This is an optimization exercise on Yosys and OpenROAD, whose aim is small area, a short achievable clock period and few clock cycles per item, not a production implementation. At most, simulation tests tie the RTL to the original design; equivalence was not proved.

==> inputs of run A <==
## sub_bytes_engine
module sub_bytes_engine #(
   parameter int WORD_BYTES = 16,
   parameter int LANES      = 1,
   parameter int INVERSE_EN = 1
) (
   input  logic                    clk,
   input  logic                    rst_n,
   input  logic                    in_valid,
   output logic                    in_ready,
   input  logic [8*WORD_BYTES-1:0] in_data,
   input  logic                    in_inv,
   output logic                    out_valid,
   input  logic                    out_ready,
   output logic [8*WORD_BYTES-1:0] out_data,
   output logic                    busy
);
   logic                    v1_q, v2_q;
   logic                    inv1_q, inv2_q;
   logic                    in_inv_e;
   logic                    en;
   logic [8*WORD_BYTES-1:0] s1_d, s1_q;
   logic [8*WORD_BYTES-1:0] s2_d, s2_q;
   assign in_inv_e = in_inv & (INVERSE_EN != 0);
   for (genvar i = 0; i < WORD_BYTES; i++) begin : g_byte
      sb_s01 u_s01 (.si(in_data[8*i +: 8]), .inv(in_inv_e), .so(s1_d[8*i +: 8]));
      sb_s14 u_s14 (.si(s1_q[8*i +: 8]), .inv(1'b0), .so(s2_d[8*i +: 8]));
      sb_s45 u_s45 (.si(s2_q[8*i +: 8]), .inv(inv2_q), .so(out_data[8*i +: 8]));
   end
   assign en        = ~v2_q | out_ready;
   sb_ready u_ready (.full(v2_q), .taken(out_ready), .ready(in_ready));
   assign out_valid = v2_q;
   assign busy      = v1_q | v2_q;
   always_ff @(posedge clk or negedge rst_n) begin
      if (!rst_n) begin
         v1_q <= 1'b0;
         v2_q <= 1'b0;
      end else if (en) begin
         v1_q <= in_valid;
         v2_q <= v1_q;
      end
   end
   always_ff @(posedge clk) begin
      if (en) begin
         inv1_q <= in_inv_e;
         s1_q   <= s1_d;
         inv2_q <= inv1_q;
         s2_q   <= s2_d;
      end
   end
endmodule
==> module sb_s01, before the edit <==
module sb_s01(si, inv, so);
  input [7:0] si;
  wire [7:0] si;
  input inv;
  wire inv;
  output [7:0] so;
  wire [7:0] so;
  wire _00_;
  wire _01_;
  wire _02_;
  wire _03_;
  wire _04_;
  wire _05_;
  wire _06_;
  wire _07_;
  wire _08_;
  wire _09_;
  wire _10_;
  wire _11_;
  wire _12_;
  wire _13_;
  wire _14_;
  wire _15_;
  wire _16_;
  wire _17_;
  wire _18_;
  wire _19_;
  wire _20_;
  wire _21_;
  wire _22_;
  wire _23_;
  wire _24_;
  wire _25_;
  wire _26_;
  wire _27_;
  wire _28_;
  wire _29_;
  wire _30_;
  wire _31_;
  wire _32_;
  wire _33_;
  wire _34_;
  wire _35_;
  wire _36_;
  wire _37_;
  wire _38_;
  wire _39_;
  wire _40_;
  c_xor2_1 _41_ (
    .A(si[0]),
    .B(si[6]),
    .X(_00_)
  );
  c_clkinv_1 _42_ (
    .A(si[7]),
    .Y(_01_)
  );
  c_clkinv_1 _43_ (
    .A(inv),
    .Y(_02_)
  );
  c_clkinv_1 _44_ (
    .A(si[2]),
    .Y(_03_)
  );
  c_xor2_1 _45_ (
    .A(si[4]),
    .B(si[5]),
    .X(_04_)
  );
  c_clkinv_1 _46_ (
    .A(_04_),
    .Y(_05_)
  );
  c_a21oi_1 _47_ (
    .A1(_05_),
    .A2(_03_),
    .B1(inv),
    .Y(_06_)
  );
  c_o21ai_0 _48_ (
    .A1(_03_),
    .A2(_05_),
    .B1(_06_),
    .Y(_07_)
  );
  c_o21ai_0 _49_ (
    .A1(_01_),
    .A2(_02_),
    .B1(_07_),
    .Y(_08_)
  );
  c_xor2_1 _50_ (
    .A(_00_),
    .B(_08_),
    .X(so[6])
  );
  c_nand2_1 _51_ (
    .A(si[4]),
    .B(inv),
    .Y(_09_)
  );
  c_o21ai_0 _52_ (
    .A1(si[0]),
    .A2(inv),
    .B1(_09_),
    .Y(_10_)
  );
  c_xnor2_1 _53_ (
    .A(si[7]),
    .B(si[1]),
    .Y(_11_)
  );
  c_xor2_1 _54_ (
    .A(_10_),
    .B(_11_),
    .X(_12_)
  );
  c_xor2_1 _55_ (
    .A(si[3]),
    .B(_12_),
    .X(so[5])
  );
  c_clkinv_1 _56_ (
    .A(si[1]),
    .Y(_13_)
  );
  c_clkinv_1 _57_ (
    .A(si[6]),
    .Y(_14_)
  );
  c_xor2_1 _58_ (
    .A(si[0]),
    .B(si[4]),
    .X(_15_)
  );
  c_a21oi_1 _59_ (
    .A1(_15_),
    .A2(_14_),
    .B1(inv),
    .Y(_16_)
  );
  c_o21ai_0 _60_ (
    .A1(_14_),
    .A2(_15_),
    .B1(_16_),
    .Y(_17_)
  );
  c_xor2_1 _61_ (
    .A(si[2]),
    .B(si[3]),
    .X(_18_)
  );
  c_a21oi_1 _62_ (
    .A1(_18_),
    .A2(si[7]),
    .B1(_02_),
    .Y(_19_)
  );
  c_o21ai_0 _63_ (
    .A1(si[7]),
    .A2(_18_),
    .B1(_19_),
    .Y(_20_)
  );
  c_nand2_1 _64_ (
    .A(_17_),
    .B(_20_),
    .Y(_21_)
  );
  c_xor2_1 _65_ (
    .A(_13_),
    .B(_21_),
    .X(so[4])
  );
  c_clkinv_1 _66_ (
    .A(si[3]),
    .Y(_22_)
  );
  c_a21oi_1 _67_ (
    .A1(_15_),
    .A2(_22_),
    .B1(inv),
    .Y(_23_)
  );
  c_o21ai_0 _68_ (
    .A1(_22_),
    .A2(_15_),
    .B1(_23_),
    .Y(_24_)
  );
  c_o21ai_0 _69_ (
    .A1(_01_),
    .A2(_02_),
    .B1(_24_),
    .Y(_25_)
  );
  c_xor2_1 _70_ (
    .A(_13_),
    .B(_25_),
    .X(so[3])
  );
  c_xor2_1 _71_ (
    .A(si[2]),
    .B(si[1]),
    .X(_26_)
  );
  c_xor2_1 _72_ (
    .A(_14_),
    .B(_26_),
    .X(_27_)
  );
  c_xor2_1 _73_ (
    .A(si[0]),
    .B(si[7]),
    .X(_28_)
  );
  c_xor2_1 _74_ (
    .A(si[4]),
    .B(_28_),
    .X(_29_)
  );
  c_nand2_1 _75_ (
    .A(_22_),
    .B(inv),
    .Y(_30_)
  );
  c_o21ai_0 _76_ (
    .A1(inv),
    .A2(_29_),
    .B1(_30_),
    .Y(_31_)
  );
  c_xor2_1 _77_ (
    .A(_27_),
    .B(_31_),
    .X(so[2])
  );
  c_nand2_1 _78_ (
    .A(si[6]),
    .B(si[3]),
    .Y(_32_)
  );
  c_a21oi_1 _79_ (
    .A1(_14_),
    .A2(_22_),
    .B1(inv),
    .Y(_33_)
  );
  c_a22oi_1 _80_ (
    .A1(_32_),
    .A2(_33_),
    .B1(_05_),
    .B2(inv),
    .Y(_34_)
  );
  c_xor2_1 _81_ (
    .A(si[1]),
    .B(_28_),
    .X(_35_)
  );
  c_xnor2_1 _82_ (
    .A(_34_),
    .B(_35_),
    .Y(so[7])
  );
  c_xnor2_1 _83_ (
    .A(si[6]),
    .B(si[5]),
    .Y(_36_)
  );
  c_nand2_1 _84_ (
    .A(_28_),
    .B(_02_),
    .Y(_37_)
  );
  c_o21ai_0 _85_ (
    .A1(_02_),
    .A2(_36_),
    .B1(_37_),
    .Y(_38_)
  );
  c_xor2_1 _86_ (
    .A(si[2]),
    .B(_38_),
    .X(so[1])
  );
  c_a21oi_1 _87_ (
    .A1(_28_),
    .A2(_26_),
    .B1(inv),
    .Y(_39_)
  );
  c_o21ai_0 _88_ (
    .A1(_28_),
    .A2(_26_),
    .B1(_39_),
    .Y(_40_)
  );
  c_xor2_1 _89_ (
    .A(_22_),
    .B(_40_),
    .X(so[0])
  );
endmodule
Settings: LEC_CHECK=0, CAP_MARGIN=20, CORE_MARGIN=2, CORE_UTILIZATION=40, SETUP_SLACK_MARGIN=3.7, SLEW_MARGIN=20, SYNTH_HIERARCHICAL=1, SYNTH_MINIMUM_KEEP_SIZE=0; clock period 7.5 ns.
standard.sh (not shown) runs the stock make flow with config.mk's settings and CLKGATE_MAP_FILE= SYNTH_SCRIPT=/design/flow/synth_recipe.tcl, a recipe that flattens the netlist after the stock synthesis.
==> flow/flow/run.sh <==
#!/bin/bash
# The standard layout, with the port buffers made from sky130_fd_sc_hd__buf_2 instead of
# the buffer that buffer_ports picks by default (a slow delay cell).
set -euo pipefail
export BUFFER_PORTS_ARGS="-buffer_cell sky130_fd_sc_hd__buf_2"
bash standard.sh finish > standard_finish.log 2>&1
==> run P: changes against run A <==
--- a/flow/design.v
+++ b/flow/design.v
@@ -91,267 +91,210 @@
   wire _30_;
   wire _31_;
-  wire _32_;
-  wire _33_;
-  wire _34_;
-  wire _35_;
-  wire _36_;
-  wire _37_;
-  wire _38_;
-  wire _39_;
-  wire _40_;
-  c_xor2_1 _41_ (
-    .A(si[0]),
-    .B(si[6]),
-    .X(_00_)
+  c_clkinv_1 _32_ (
+    .A(inv),
+    .Y(_00_)
   );
-  c_clkinv_1 _42_ (
-    .A(si[7]),
-    .Y(_01_)
+  c_xor2_1 _33_ (
+    .A(si[0]),
+    .B(si[7]),
+    .X(_01_)
   );
-  c_clkinv_1 _43_ (
-    .A(inv),
+  c_xnor2_1 _34_ (
+    .A(si[6]),
+    .B(_01_),
     .Y(_02_)
   );
-  c_clkinv_1 _44_ (
-    .A(si[2]),
+  c_xnor2_1 _35_ (
+    .A(si[0]),
+    .B(si[4]),
     .Y(_03_)
   );
-  c_xor2_1 _45_ (
-    .A(si[4]),
-    .B(si[5]),
-    .X(_04_)
+  c_clkinv_1 _36_ (
+    .A(si[5]),
+    .Y(_04_)
+  );
+  c_xor2_1 _37_ (
+    .A(si[6]),
+    .B(si[2]),
+    .X(_05_)
   );
-  c_clkinv_1 _46_ (
+  c_xor2_1 _38_ (
     .A(_04_),
-    .Y(_05_)
+    .B(_05_),
+    .X(_06_)
   );
-  c_a21oi_1 _47_ (
-    .A1(_05_),
+  c_a21oi_1 _39_ (
+    .A1(_06_),
     .A2(_03_),
     .B1(inv),
-    .Y(_06_)
-  );
-  c_o21ai_0 _48_ (
-    .A1(_03_),
-    .A2(_05_),
-    .B1(_06_),
     .Y(_07_)
   );
-  c_o21ai_0 _49_ (
-    .A1(_01_),
-    .A2(_02_),
+  c_o21ai_0 _40_ (
+    .A1(_03_),
+    .A2(_06_),
     .B1(_07_),
     .Y(_08_)
   );
-  c_xor2_1 _50_ (
-    .A(_00_),
-    .B(_08_),
-    .X(so[6])
+  c_o21ai_0 _41_ (
+    .A1(_00_),
+    .A2(_02_),
+    .B1(_08_),
+    .Y(so[6])
   );
-  c_nand2_1 _51_ (
-    .A(si[4]),
-    .B(inv),
+  c_xnor2_1 _42_ (
+    .A(si[1]),
+    .B(si[3]),
     .Y(_09_)
   );
-  c_o21ai_0 _52_ (
-    .A1(si[0]),
-    .A2(inv),
-    .B1(_09_),
+  c_xnor2_1 _43_ (
+    .A(_03_),
+    .B(_09_),
     .Y(_10_)
   );
-  c_xnor2_1 _53_ (
-    .A(si[7]),
-    .B(si[1]),
+  c_nand2_1 _44_ (
+    .A(_10_),
+    .B(inv),
     .Y(_11_)
   );
-  c_xor2_1 _54_ (
-    .A(_10_),
-    .B(_11_),
-    .X(_12_)
+  c_o21ai_0 _45_ (
+    .A1(inv),
+    .A2(_09_),
+    .B1(_11_),
+    .Y(_12_)
   );
-  c_xor2_1 _55_ (
-    .A(si[3]),
+  c_xor2_1 _46_ (
+    .A(_01_),
     .B(_12_),
     .X(so[5])
   );
-  c_clkinv_1 _56_ (
-    .A(si[1]),
-    .Y(_13_)
+  c_xor2_1 _47_ (
+    .A(si[7]),
+    .B(si[2]),
+    .X(_13_)
   );
-  c_clkinv_1 _57_ (
-    .A(si[6]),
+  c_xnor2_1 _48_ (
+    .A(si[7]),
+    .B(si[1]),
     .Y(_14_)
   );
-  c_xor2_1 _58_ (
-    .A(si[0]),
-    .B(si[4]),
-    .X(_15_)
+  c_xnor2_1 _49_ (
+    .A(_03_),
+    .B(_14_),
+    .Y(_15_)
   );
-  c_a21oi_1 _59_ (
-    .A1(_15_),
-    .A2(_14_),
-    .B1(inv),
+  c_clkinv_1 _50_ (
+    .A(_15_),
     .Y(_16_)
   );
-  c_o21ai_0 _60_ (
-    .A1(_14_),
-    .A2(_15_),
-    .B1(_16_),
+  c_nand2_1 _51_ (
+    .A(_09_),
+    .B(inv),
     .Y(_17_)
   );
-  c_xor2_1 _61_ (
-    .A(si[2]),
-    .B(si[3]),
-    .X(_18_)
+  c_o21ai_0 _52_ (
+    .A1(inv),
+    .A2(_16_),
+    .B1(_17_),
+    .Y(_18_)
   );
-  c_a21oi_1 _62_ (
-    .A1(_18_),
-    .A2(si[7]),
-    .B1(_02_),
+  c_xnor2_1 _53_ (
+    .A(_05_),
+    .B(_18_),
+    .Y(so[2])
+  );
+  c_nand2_1 _54_ (
+    .A(so[2]),
+    .B(_00_),
     .Y(_19_)
   );
-  c_o21ai_0 _63_ (
-    .A1(si[7]),
-    .A2(_18_),
-    .B1(_19_),
+  c_nand2_1 _55_ (
+    .A(_19_),
+    .B(_17_),
     .Y(_20_)
   );
-  c_nand2_1 _64_ (
-    .A(_17_),
+  c_xor2_1 _56_ (
+    .A(_13_),
     .B(_20_),
+    .X(so[4])
+  );
+  c_nand2_1 _57_ (
+    .A(_14_),
+    .B(inv),
     .Y(_21_)
   );
-  c_xor2_1 _65_ (
-    .A(_13_),
-    .B(_21_),
-    .X(so[4])
+  c_o21ai_0 _58_ (
+    .A1(inv),
+    .A2(_10_),
+    .B1(_21_),
+    .Y(so[3])
   );
-  c_clkinv_1 _66_ (
-    .A(si[3]),
+  c_nand2_1 _59_ (
+    .A(_16_),
+    .B(si[5]),
     .Y(_22_)
   );
-  c_a21oi_1 _67_ (
-    .A1(_15_),
-    .A2(_22_),
-    .B1(inv),
+  c_nand2_1 _60_ (
+    .A(_15_),
+    .B(_04_),
     .Y(_23_)
   );
-  c_o21ai_0 _68_ (
-    .A1(_22_),
-    .A2(_15_),
-    .B1(_23_),
+  c_clkinv_1 _61_ (
+    .A(_09_),
     .Y(_24_)
   );
-  c_o21ai_0 _69_ (
-    .A1(_01_),
-    .A2(_02_),
-    .B1(_24_),
+  c_nand2_1 _62_ (
+    .A(_02_),
+    .B(_24_),
     .Y(_25_)
   );
-  c_xor2_1 _70_ (
-    .A(_13_),
-    .B(_25_),
-    .X(so[3])
-  );
-  c_xor2_1 _71_ (
-    .A(si[2]),
-    .B(si[1]),
-    .X(_26_)
+  c_nor2_1 _63_ (
+    .A(_24_),
+    .B(_02_),
+    .Y(_26_)
   );
-  c_xor2_1 _72_ (
-    .A(_14_),
+  c_nor2_1 _64_ (
+    .A(inv),
     .B(_26_),
-    .X(_27_)
-  );
-  c_xor2_1 _73_ (
-    .A(si[0]),
-    .B(si[7]),
-    .X(_28_)
-  );
-  c_xor2_1 _74_ (
-    .A(si[4]),
-    .B(_28_),
-    .X(_29_)
-  );
-  c_nand2_1 _75_ (
-    .A(_22_),
-    .B(inv),
-    .Y(_30_)
-  );
-  c_o21ai_0 _76_ (
-    .A1(inv),
-    .A2(_29_),
-    .B1(_30_),
-    .Y(_31_)
-  );
-  c_xor2_1 _77_ (
-    .A(_27_),
-    .B(_31_),
-    .X(so[2])
-  );
-  c_nand2_1 _78_ (
-    .A(si[6]),
-    .B(si[3]),
-    .Y(_32_)
-  );
-  c_a21oi_1 _79_ (
-    .A1(_14_),
-    .A2(_22_),
-    .B1(inv),
-    .Y(_33_)
-  );
-  c_a22oi_1 _80_ (
-    .A1(_32_),
-    .A2(_33_),
-    .B1(_05_),
-    .B2(inv),
-    .Y(_34_)
-  );
-  c_xor2_1 _81_ (
-    .A(si[1]),
-    .B(_28_),
-    .X(_35_)
+    .Y(_27_)
   );
-  c_xnor2_1 _82_ (
-    .A(_34_),
-    .B(_35_),
+  c_a32oi_1 _65_ (
+    .A1(_22_),
+    .A2(inv),
+    .A3(_23_),
+    .B1(_25_),
+    .B2(_27_),
     .Y(so[7])
   );
-  c_xnor2_1 _83_ (
-    .A(si[6]),
-    .B(si[5]),
-    .Y(_36_)
+  c_a21oi_1 _66_ (
+    .A1(_01_),
+    .A2(si[2]),
+    .B1(inv),
+    .Y(_28_)
   );
-  c_nand2_1 _84_ (
-    .A(_28_),
-    .B(_02_),
-    .Y(_37_)
+  c_o21ai_0 _67_ (
+    .A1(si[2]),
+    .A2(_01_),
+    .B1(_28_),
+    .Y(_29_)
   );
-  c_o21ai_0 _85_ (
-    .A1(_02_),
-    .A2(_36_),
-    .B1(_37_),
-    .Y(_38_)
+  c_o21ai_0 _68_ (
+    .A1(_00_),
+    .A2(_06_),
+    .B1(_29_),
+    .Y(so[1])
   );
-  c_xor2_1 _86_ (
-    .A(si[2]),
-    .B(_38_),
-    .X(so[1])
+  c_nand2_1 _69_ (
+    .A(inv),
+    .B(si[1]),
+    .Y(_30_)
   );
-  c_a21oi_1 _87_ (
-    .A1(_28_),
-    .A2(_26_),
-    .B1(inv),
-    .Y(_39_)
+  c_nand2_1 _70_ (
+    .A(_29_),
+    .B(_30_),
+    .Y(_31_)
   );
-  c_o21ai_0 _88_ (
-    .A1(_28_),
-    .A2(_26_),
-    .B1(_39_),
-    .Y(_40_)
-  );
-  c_xor2_1 _89_ (
-    .A(_22_),
-    .B(_40_),
+  c_xor2_1 _71_ (
+    .A(_24_),
+    .B(_31_),
     .X(so[0])
   );
@@ -1374,4 +1317,7 @@
    assign Y = (~A1&~B1) | (~A2&~B1) | (~A3&~B1);
 endmodule
+module c_a32oi_1(input logic A1, input logic A2, input logic A3, input logic B1, input logic B2, output logic Y);
+   assign Y = (~A1&~B1) | (~A1&~B2) | (~A2&~B1) | (~A3&~B1) | (~A2&~B2) | (~A3&~B2);
+endmodule
 module c_clkinv_1(input logic A, output logic Y);
    assign Y = (~A);
==> flow/flow/run.sh (replaced) <==
#!/bin/bash
# The standard layout, with the port buffers made from sky130_fd_sc_hd__buf_1 instead of
# the buffer that buffer_ports picks by default (a slow delay cell).
set -euo pipefail
export BUFFER_PORTS_ARGS="-buffer_cell sky130_fd_sc_hd__buf_1"
bash standard.sh finish > standard_finish.log 2>&1
- CORE_UTILIZATION: 40 -> 60
- GPL_ROUTABILITY_DRIVEN: not set -> 0
- SETUP_SLACK_MARGIN: 3.7 -> 3.8
==> run F: changes against run A <==
--- a/flow/design.v
+++ b/flow/design.v
@@ -91,267 +91,210 @@
   wire _30_;
   wire _31_;
-  wire _32_;
-  wire _33_;
-  wire _34_;
-  wire _35_;
-  wire _36_;
-  wire _37_;
-  wire _38_;
-  wire _39_;
-  wire _40_;
-  c_xor2_1 _41_ (
-    .A(si[0]),
-    .B(si[6]),
-    .X(_00_)
+  c_clkinv_1 _32_ (
+    .A(inv),
+    .Y(_00_)
   );
-  c_clkinv_1 _42_ (
-    .A(si[7]),
-    .Y(_01_)
+  c_xor2_1 _33_ (
+    .A(si[0]),
+    .B(si[7]),
+    .X(_01_)
   );
-  c_clkinv_1 _43_ (
-    .A(inv),
+  c_xnor2_1 _34_ (
+    .A(si[6]),
+    .B(_01_),
     .Y(_02_)
   );
-  c_clkinv_1 _44_ (
-    .A(si[2]),
+  c_xnor2_1 _35_ (
+    .A(si[0]),
+    .B(si[4]),
     .Y(_03_)
   );
-  c_xor2_1 _45_ (
-    .A(si[4]),
-    .B(si[5]),
-    .X(_04_)
+  c_clkinv_1 _36_ (
+    .A(si[5]),
+    .Y(_04_)
+  );
+  c_xor2_1 _37_ (
+    .A(si[6]),
+    .B(si[2]),
+    .X(_05_)
   );
-  c_clkinv_1 _46_ (
+  c_xor2_1 _38_ (
     .A(_04_),
-    .Y(_05_)
+    .B(_05_),
+    .X(_06_)
   );
-  c_a21oi_1 _47_ (
-    .A1(_05_),
+  c_a21oi_1 _39_ (
+    .A1(_06_),
     .A2(_03_),
     .B1(inv),
-    .Y(_06_)
-  );
-  c_o21ai_0 _48_ (
-    .A1(_03_),
-    .A2(_05_),
-    .B1(_06_),
     .Y(_07_)
   );
-  c_o21ai_0 _49_ (
-    .A1(_01_),
-    .A2(_02_),
+  c_o21ai_0 _40_ (
+    .A1(_03_),
+    .A2(_06_),
     .B1(_07_),
     .Y(_08_)
   );
-  c_xor2_1 _50_ (
-    .A(_00_),
-    .B(_08_),
-    .X(so[6])
+  c_o21ai_0 _41_ (
+    .A1(_00_),
+    .A2(_02_),
+    .B1(_08_),
+    .Y(so[6])
   );
-  c_nand2_1 _51_ (
-    .A(si[4]),
-    .B(inv),
+  c_xnor2_1 _42_ (
+    .A(si[1]),
+    .B(si[3]),
     .Y(_09_)
   );
-  c_o21ai_0 _52_ (
-    .A1(si[0]),
-    .A2(inv),
-    .B1(_09_),
+  c_xnor2_1 _43_ (
+    .A(_03_),
+    .B(_09_),
     .Y(_10_)
   );
-  c_xnor2_1 _53_ (
-    .A(si[7]),
-    .B(si[1]),
+  c_nand2_1 _44_ (
+    .A(_10_),
+    .B(inv),
     .Y(_11_)
   );
-  c_xor2_1 _54_ (
-    .A(_10_),
-    .B(_11_),
-    .X(_12_)
+  c_o21ai_0 _45_ (
+    .A1(inv),
+    .A2(_09_),
+    .B1(_11_),
+    .Y(_12_)
   );
-  c_xor2_1 _55_ (
-    .A(si[3]),
+  c_xor2_1 _46_ (
+    .A(_01_),
     .B(_12_),
     .X(so[5])
   );
-  c_clkinv_1 _56_ (
-    .A(si[1]),
-    .Y(_13_)
+  c_xor2_1 _47_ (
+    .A(si[7]),
+    .B(si[2]),
+    .X(_13_)
   );
-  c_clkinv_1 _57_ (
-    .A(si[6]),
+  c_xnor2_1 _48_ (
+    .A(si[7]),
+    .B(si[1]),
     .Y(_14_)
   );
-  c_xor2_1 _58_ (
-    .A(si[0]),
-    .B(si[4]),
-    .X(_15_)
+  c_xnor2_1 _49_ (
+    .A(_03_),
+    .B(_14_),
+    .Y(_15_)
   );
-  c_a21oi_1 _59_ (
-    .A1(_15_),
-    .A2(_14_),
-    .B1(inv),
+  c_clkinv_1 _50_ (
+    .A(_15_),
     .Y(_16_)
   );
-  c_o21ai_0 _60_ (
-    .A1(_14_),
-    .A2(_15_),
-    .B1(_16_),
+  c_nand2_1 _51_ (
+    .A(_09_),
+    .B(inv),
     .Y(_17_)
   );
-  c_xor2_1 _61_ (
-    .A(si[2]),
-    .B(si[3]),
-    .X(_18_)
+  c_o21ai_0 _52_ (
+    .A1(inv),
+    .A2(_16_),
+    .B1(_17_),
+    .Y(_18_)
   );
-  c_a21oi_1 _62_ (
-    .A1(_18_),
-    .A2(si[7]),
-    .B1(_02_),
+  c_xnor2_1 _53_ (
+    .A(_05_),
+    .B(_18_),
+    .Y(so[2])
+  );
+  c_nand2_1 _54_ (
+    .A(so[2]),
+    .B(_00_),
     .Y(_19_)
   );
-  c_o21ai_0 _63_ (
-    .A1(si[7]),
-    .A2(_18_),
-    .B1(_19_),
+  c_nand2_1 _55_ (
+    .A(_19_),
+    .B(_17_),
     .Y(_20_)
   );
-  c_nand2_1 _64_ (
-    .A(_17_),
+  c_xor2_1 _56_ (
+    .A(_13_),
     .B(_20_),
+    .X(so[4])
+  );
+  c_nand2_1 _57_ (
+    .A(_14_),
+    .B(inv),
     .Y(_21_)
   );
-  c_xor2_1 _65_ (
-    .A(_13_),
-    .B(_21_),
-    .X(so[4])
+  c_o21ai_0 _58_ (
+    .A1(inv),
+    .A2(_10_),
+    .B1(_21_),
+    .Y(so[3])
   );
-  c_clkinv_1 _66_ (
-    .A(si[3]),
+  c_nand2_1 _59_ (
+    .A(_16_),
+    .B(si[5]),
     .Y(_22_)
   );
-  c_a21oi_1 _67_ (
-    .A1(_15_),
-    .A2(_22_),
-    .B1(inv),
+  c_nand2_1 _60_ (
+    .A(_15_),
+    .B(_04_),
     .Y(_23_)
   );
-  c_o21ai_0 _68_ (
-    .A1(_22_),
-    .A2(_15_),
-    .B1(_23_),
+  c_clkinv_1 _61_ (
+    .A(_09_),
     .Y(_24_)
   );
-  c_o21ai_0 _69_ (
-    .A1(_01_),
-    .A2(_02_),
-    .B1(_24_),
+  c_nand2_1 _62_ (
+    .A(_02_),
+    .B(_24_),
     .Y(_25_)
   );
-  c_xor2_1 _70_ (
-    .A(_13_),
-    .B(_25_),
-    .X(so[3])
-  );
-  c_xor2_1 _71_ (
-    .A(si[2]),
-    .B(si[1]),
-    .X(_26_)
+  c_nor2_1 _63_ (
+    .A(_24_),
+    .B(_02_),
+    .Y(_26_)
   );
-  c_xor2_1 _72_ (
-    .A(_14_),
+  c_nor2_1 _64_ (
+    .A(inv),
     .B(_26_),
-    .X(_27_)
-  );
-  c_xor2_1 _73_ (
-    .A(si[0]),
-    .B(si[7]),
-    .X(_28_)
-  );
-  c_xor2_1 _74_ (
-    .A(si[4]),
-    .B(_28_),
-    .X(_29_)
-  );
-  c_nand2_1 _75_ (
-    .A(_22_),
-    .B(inv),
-    .Y(_30_)
-  );
-  c_o21ai_0 _76_ (
-    .A1(inv),
-    .A2(_29_),
-    .B1(_30_),
-    .Y(_31_)
-  );
-  c_xor2_1 _77_ (
-    .A(_27_),
-    .B(_31_),
-    .X(so[2])
-  );
-  c_nand2_1 _78_ (
-    .A(si[6]),
-    .B(si[3]),
-    .Y(_32_)
-  );
-  c_a21oi_1 _79_ (
-    .A1(_14_),
-    .A2(_22_),
-    .B1(inv),
-    .Y(_33_)
-  );
-  c_a22oi_1 _80_ (
-    .A1(_32_),
-    .A2(_33_),
-    .B1(_05_),
-    .B2(inv),
-    .Y(_34_)
-  );
-  c_xor2_1 _81_ (
-    .A(si[1]),
-    .B(_28_),
-    .X(_35_)
+    .Y(_27_)
   );
-  c_xnor2_1 _82_ (
-    .A(_34_),
-    .B(_35_),
+  c_a32oi_1 _65_ (
+    .A1(_22_),
+    .A2(inv),
+    .A3(_23_),
+    .B1(_25_),
+    .B2(_27_),
     .Y(so[7])
   );
-  c_xnor2_1 _83_ (
-    .A(si[6]),
-    .B(si[5]),
-    .Y(_36_)
+  c_a21oi_1 _66_ (
+    .A1(_01_),
+    .A2(si[2]),
+    .B1(inv),
+    .Y(_28_)
   );
-  c_nand2_1 _84_ (
-    .A(_28_),
-    .B(_02_),
-    .Y(_37_)
+  c_o21ai_0 _67_ (
+    .A1(si[2]),
+    .A2(_01_),
+    .B1(_28_),
+    .Y(_29_)
   );
-  c_o21ai_0 _85_ (
-    .A1(_02_),
-    .A2(_36_),
-    .B1(_37_),
-    .Y(_38_)
+  c_o21ai_0 _68_ (
+    .A1(_00_),
+    .A2(_06_),
+    .B1(_29_),
+    .Y(so[1])
   );
-  c_xor2_1 _86_ (
-    .A(si[2]),
-    .B(_38_),
-    .X(so[1])
+  c_nand2_1 _69_ (
+    .A(inv),
+    .B(si[1]),
+    .Y(_30_)
   );
-  c_a21oi_1 _87_ (
-    .A1(_28_),
-    .A2(_26_),
-    .B1(inv),
-    .Y(_39_)
+  c_nand2_1 _70_ (
+    .A(_29_),
+    .B(_30_),
+    .Y(_31_)
   );
-  c_o21ai_0 _88_ (
-    .A1(_28_),
-    .A2(_26_),
-    .B1(_39_),
-    .Y(_40_)
-  );
-  c_xor2_1 _89_ (
-    .A(_22_),
-    .B(_40_),
+  c_xor2_1 _71_ (
+    .A(_24_),
+    .B(_31_),
     .X(so[0])
   );
@@ -1374,4 +1317,7 @@
    assign Y = (~A1&~B1) | (~A2&~B1) | (~A3&~B1);
 endmodule
+module c_a32oi_1(input logic A1, input logic A2, input logic A3, input logic B1, input logic B2, output logic Y);
+   assign Y = (~A1&~B1) | (~A1&~B2) | (~A2&~B1) | (~A3&~B1) | (~A2&~B2) | (~A3&~B2);
+endmodule
 module c_clkinv_1(input logic A, output logic Y);
    assign Y = (~A);
- CORE_UTILIZATION: 40 -> 60
- SETUP_SLACK_MARGIN: 3.7 -> 4.0
==> comparison <==
- In area after synthesis, run P and run F do not differ.
- Sequential share of layout area, lowest first: run F, run A, run P.
- Wire length: run F > run P > run A.
- Of run A and run P, run A has the higher die area (gap about 60%, measured against run P).
- In sequential cell count, run F and run P do not differ.
- Via count: run F is larger than run A (3.6%).
- In run P the setup slack is lower than in run A, by 0.0091 ns.
- Run F ran to the end with no violations. Run P passed the timing, design-rule and antenna checks. Run A ran to the end with no violations.
- Cell count: run P < run F < run A.
Testbench counts of run P, summed over its fixed seeds: cycles 1,616, items 1,600.
Testbench counts of run F, summed over its fixed seeds: cycles 1,616, items 1,600.
Only the layout flow was run in run A; the RTL was not checked for function there.

==> port drivers added, routing unchanged <==
The results above use ideal ports. As a check the final layouts listed here were re-extracted and re-timed, cells and wires unchanged.
Step 1 (the two cells are an assumption about what drives the block):
set clk [get_ports {clk}]
set_driving_cell -lib_cell sky130_fd_sc_hd__clkbuf_16 $clk
set_driving_cell -lib_cell sky130_fd_sc_hd__buf_2 [delete_from_list [all_inputs] $clk]
Step 2 moves the port delays by t, midway between the first and last clock arrival at a register: inputs arrive t later, outputs are due t later. That takes back most of the time a late clock gives input paths.
Slacks: no drivers / after step 1 / after step 2; pairs: no drivers / after step 1.
run	shift t [ns]	setup WS [ns]	worst setup path at the end	clock arrival spread, ns	worst data-port slew with drivers (ns)
run A	0.590	3.803 / 3.745 / 3.990	input to register	0.025 / 0.024	0.12
run P	0.639	3.794 / 3.731 / 3.849	input to register	0.017 / 0.017	0.07
run F	0.623	3.847 / 3.791 / 3.885	input to register	0.015 / 0.015	0.08
After both steps every run listed still meets setup and hold.
